This is an optimization exercise on Yosys and OpenROAD, whose aim is small area, a short achievable clock period and few clock cycles per item, not a production implementation. Only simulation tests tie the RTL to the original design; equivalence was not proved. Power is estimated from default activity; no workload was simulated.

==> flow/design.v <==
module fetch_prefetch_buffer (
   input  logic        clock,
   input  logic        reset,
   input  logic        redirect,
   input  logic [63:0] redirect_pc,
   output logic        mem_req,
   output logic [63:0] mem_addr,
   input  logic        mem_gnt,
   input  logic        mem_resp_valid,
   input  logic [63:0] mem_resp_data,
   input  logic        mem_resp_error,
   output logic        out_valid,
   input  logic        out_ready,
   output logic [63:0] out_pc,
   output logic [7:0]  out_ibyte,
   output logic [71:0] out_ibytes,
   output logic [3:0]  out_len,
   output logic        out_imem_error
);
   logic [60:0] line_q;            
   logic [2:0]  off_q;             
   logic [63:0] s0_q, s1_q, s2_q;  
   logic [2:0]  g_q;               
   logic        f_q;               
   logic        pend_q;            
   logic        stale_q;           
   logic        halted_q;
   logic [1:0]  ahead_q;           
   logic        l2_q, l9_q, l10_q, halt_q;    
   logic        tv_q;              
   logic        uc_q;                        
   logic        need1_q, need2_q;            
   logic        fr1_q, fr2_q;                
   logic [143:0] win;
   logic [87:0]  ibytes;
   logic [2:0]   pos;
   logic [3:0]   nib_next, nib_resp, nib;
   logic         normal_valid, xfer, c1, c2, resp, append, free, req, grant, room;
   logic [2:0]   gs, g_d;
   logic         we0, we1, we2;
   logic [2:0]   off_n;
   logic         load_cls;
   logic         pend_d, stale_d;
   logic         d2, d9, d10, dlast, dhi;
   localparam int K  = 8;
   localparam int TW = 61 - K;
   logic [TW-1:0] top_inc, pre;
   logic [K:0]    lo_pc, lo_fl, lo_p1, lo_p2;
   logic          xblk, load_t, req_ok;
   always_comb begin
      win    = {s2_q[15:0], s1_q, s0_q};
      ibytes = win[8*off_q +: 88];
      normal_valid = need2_q ? g_q[2] : (need1_q ? g_q[1] : g_q[0]);
      xfer   = normal_valid && out_ready && !redirect;
      c1     = xfer && fr1_q;
      c2     = xfer && fr2_q;
      gs     = c2 ? {2'b00, g_q[2]} : (c1 ? {1'b0, g_q[2:1]} : g_q);
      resp   = pend_q && mem_resp_valid;
      append = resp && !stale_q;
      free   = !pend_q || mem_resp_valid;
      room   = (pend_q && !stale_q) ? !g_q[1] : !g_q[2];
      lo_fl   = {1'b0, line_q[K-1:0]} + {{(K-1){1'b0}}, ahead_q};
      xblk   = lo_fl[K];
      req_ok = !f_q && !halted_q && !(normal_valid && uc_q) && (!xblk || tv_q);
      req    = free && (redirect || (req_ok && !(append && mem_resp_error) &&
                                     (room || (normal_valid && out_ready && (fr1_q || fr2_q)))));
      grant  = req && mem_gnt;
      we0    = append && !gs[0];
      we1    = append && gs[0] && !gs[1];
      we2    = append && gs[1];
      g_d    = (append && !mem_resp_error) ? {gs[1:0], 1'b1} : gs;
      pos    = off_q + ((l2_q || l10_q) ? 3'd2 : 3'd1);
      off_n  = xfer ? pos : off_q;
      nib_next = l10_q ? ibytes[87:84] : l9_q ? ibytes[79:76] : l2_q ? ibytes[23:20] : ibytes[15:12];
      nib_resp = mem_resp_data[8*off_n + 4 +: 4];
      load_cls = (xfer && gs[0]) || we0;
      nib      = (xfer && gs[0]) ? nib_next : nib_resp;
      d2     = nib == 4'h2 || nib == 4'h6 || nib == 4'hA || nib == 4'hB;
      d9     = nib == 4'h7 || nib == 4'h8;
      d10    = nib == 4'h3 || nib == 4'h4 || nib == 4'h5;
      dlast  = off_n == 3'd7;
      dhi    = off_n[2] && off_n[1];
      pre = line_q[60:K];
      for (int k = 1; k < TW; k = k * 2)
         for (int i = TW - 1; i >= k; i--) pre[i] = pre[i] & pre[i-k];
      top_inc = line_q[60:K] ^ {pre[TW-2:0], 1'b1};
      lo_p1   = {1'b0, line_q[K-1:0]} + 1'b1;
      lo_p2   = {1'b0, line_q[K-1:0]} + 2'd2;
      lo_pc   = c2 ? lo_p2 : lo_p1;
      load_t  = (xblk || &line_q[K-1:2]) && !tv_q && !g_q[2] && !we2;
      pend_d  = grant || (pend_q && !mem_resp_valid);
      stale_d = redirect ? (pend_q && !mem_resp_valid) : (stale_q && !resp);
   end
   always_comb begin
      mem_req        = req && !reset;
      mem_addr       = redirect ? {redirect_pc[63:3], 3'b000} : {xblk ? s2_q[TW-1:0] : line_q[60:K], lo_fl[K-1:0], 3'b000};
      out_valid      = !reset && (normal_valid || f_q);
      out_pc         = {line_q, off_q};
      out_ibyte      = ibytes[7:0];
      out_ibytes     = ibytes[79:8];
      out_len        = normal_valid ? (l10_q ? 4'd10 : l9_q ? 4'd9 : l2_q ? 4'd2 : 4'd1) : 4'd1;
      out_imem_error = !normal_valid && f_q;
   end
   always_ff @(posedge clock) begin
      if (we0)     s0_q <= mem_resp_data;
      else if (c1) s0_q <= s1_q;
      else if (c2) s0_q <= s2_q;
      if (we1)     s1_q <= mem_resp_data;
      else if (c1) s1_q <= s2_q;
      if (we2)         s2_q <= mem_resp_data;
      else if (load_t) s2_q[TW-1:0] <= top_inc;
      if (load_cls) begin
         l2_q    <= d2;
         l9_q    <= d9;
         l10_q   <= d10;
         halt_q  <= nib == 4'h0;
         uc_q    <= nib == 4'h0 || nib == 4'h8 || nib == 4'h9;
         need2_q <= d10 && dlast;
         need1_q <= d9 || d10 || (d2 && dlast);
         fr2_q   <= (d9 && dlast) || (d10 && dhi);
         fr1_q   <= !((d9 && dlast) || (d10 && dhi)) && (d9 || d10 || (d2 && dhi) || dlast);
      end
   end
   always_ff @(posedge clock) begin
      if (reset) begin
         line_q   <= '0;
         off_q    <= '0;
         g_q      <= '0;
         f_q      <= 1'b0;
         pend_q   <= 1'b0;
         stale_q  <= 1'b0;
         halted_q <= 1'b0;
         tv_q     <= 1'b0;
         ahead_q  <= '0;
      end else if (redirect) begin
         line_q   <= redirect_pc[63:3];
         off_q    <= redirect_pc[2:0];
         g_q      <= '0;
         f_q      <= 1'b0;
         pend_q   <= pend_d;
         stale_q  <= stale_d;
         halted_q <= 1'b0;
         tv_q     <= 1'b0;
         ahead_q  <= {1'b0, grant};
      end else begin
         if (xfer) off_q <= pos;
         if (c1 || c2) line_q <= {lo_pc[K] ? top_inc : line_q[60:K], lo_pc[K-1:0]};
         g_q      <= g_d;
         f_q      <= f_q || (append && mem_resp_error);
         pend_q   <= pend_d;
         stale_q  <= stale_d;
         halted_q <= halted_q || (xfer && halt_q);
         tv_q     <= (tv_q || load_t) && !we2 && !((c1 || c2) && lo_pc[K]);
         ahead_q  <= {1'b0, g_d[0]} + {1'b0, g_d[1]} + {1'b0, g_d[2]} + {1'b0, pend_d && !stale_d};
      end
   end
endmodule
==> flow/config.mk <==
export PLATFORM = sky130hd
export DESIGN_NAME = fetch_prefetch_buffer
export DESIGN_NICKNAME = fetch_prefetch_buffer
export VERILOG_FILES = /design/flow/design.v
export SDC_FILE = /design/flow/constraint.sdc
export NUM_CORES = 4
export LEC_CHECK = 0
export CAP_MARGIN = 20
export CORE_MARGIN = 2
export CORE_UTILIZATION = 60
export SETUP_SLACK_MARGIN = 3.0
export SLEW_MARGIN = 20
==> flow/constraint.sdc <==
create_clock -name core_clock -period 7.0 [get_ports {clock}]
set_input_delay 1.4000 -clock core_clock [delete_from_list [all_inputs] [get_ports {clock}]]
set_output_delay 1.4000 -clock core_clock [all_outputs]
set_load 0.01 [all_outputs]
standard.sh (not shown) runs the stock make flow with config.mk's settings and CLKGATE_MAP_FILE= SYNTH_SCRIPT=/design/flow/synth_recipe.tcl, a recipe that flattens the netlist after the stock synthesis.
==> flow/flow/run.sh <==
#!/bin/bash
# The standard layout (standard.sh: the standard flow's own ORFS run, unchanged synthesis), with one
# change: the buffers placed on the input and output ports are plain buf_2 cells instead of
# the delay cells that buffer_ports picks by default. Every port still gets its buffer.
set -euo pipefail
export BUFFER_PORTS_ARGS="-buffer_cell sky130_fd_sc_hd__buf_2"
bash standard.sh finish > standard_flow.log 2>&1
Testbench counts at the start, summed over its fixed seeds: cycles 27,023, items 12,000.
Then changed:
CORE_UTILIZATION = 45   (was 60)
The new run finished clean.
Setup slack gains 7.9 ps.
Total power came out higher by a few percent.
Count of clock-buffer cells in the layout came out lower by 3.
Non-clock buffer count came out lower by 11.
Synthesized cell count is unchanged.
Final cell count came out higher by a few percent.
Combinational power came out higher slightly.
Die area came out higher by a quarter to a third.
Fmax hardly moves.
Area after synthesis is unchanged.
Wire length came out higher by a little under a tenth.

==> port drivers added, routing unchanged <==
Ports are ideal in the flow. The routed layouts listed here were re-timed in OpenROAD. Step 1 assumes that a clkbuf_16 drives the clock port and a buf_2 every other input. Step 2 also shifts input and output timing later by t, the mid clock arrival at the registers, as if the neighbouring blocks saw the same clock. a / b / c = no drivers / after step 1 / after step 2; a / b = the first two.
| run | shift t [ns] | setup WS [ns] | latest minus earliest clock arrival (ns) |
|---|---|---|---|
| the first run | 0.626 | 3.001 / 2.951 / 2.511 | 0.032 / 0.032 |
| the second run | 0.626 | 3.009 / 2.956 / 2.516 | 0.022 / 0.022 |
After both steps setup and hold are still met in every run listed. For the second run, which loses most, drivers alone change the setup slack by -0.053 ns; drivers and shift together by -0.493 ns.
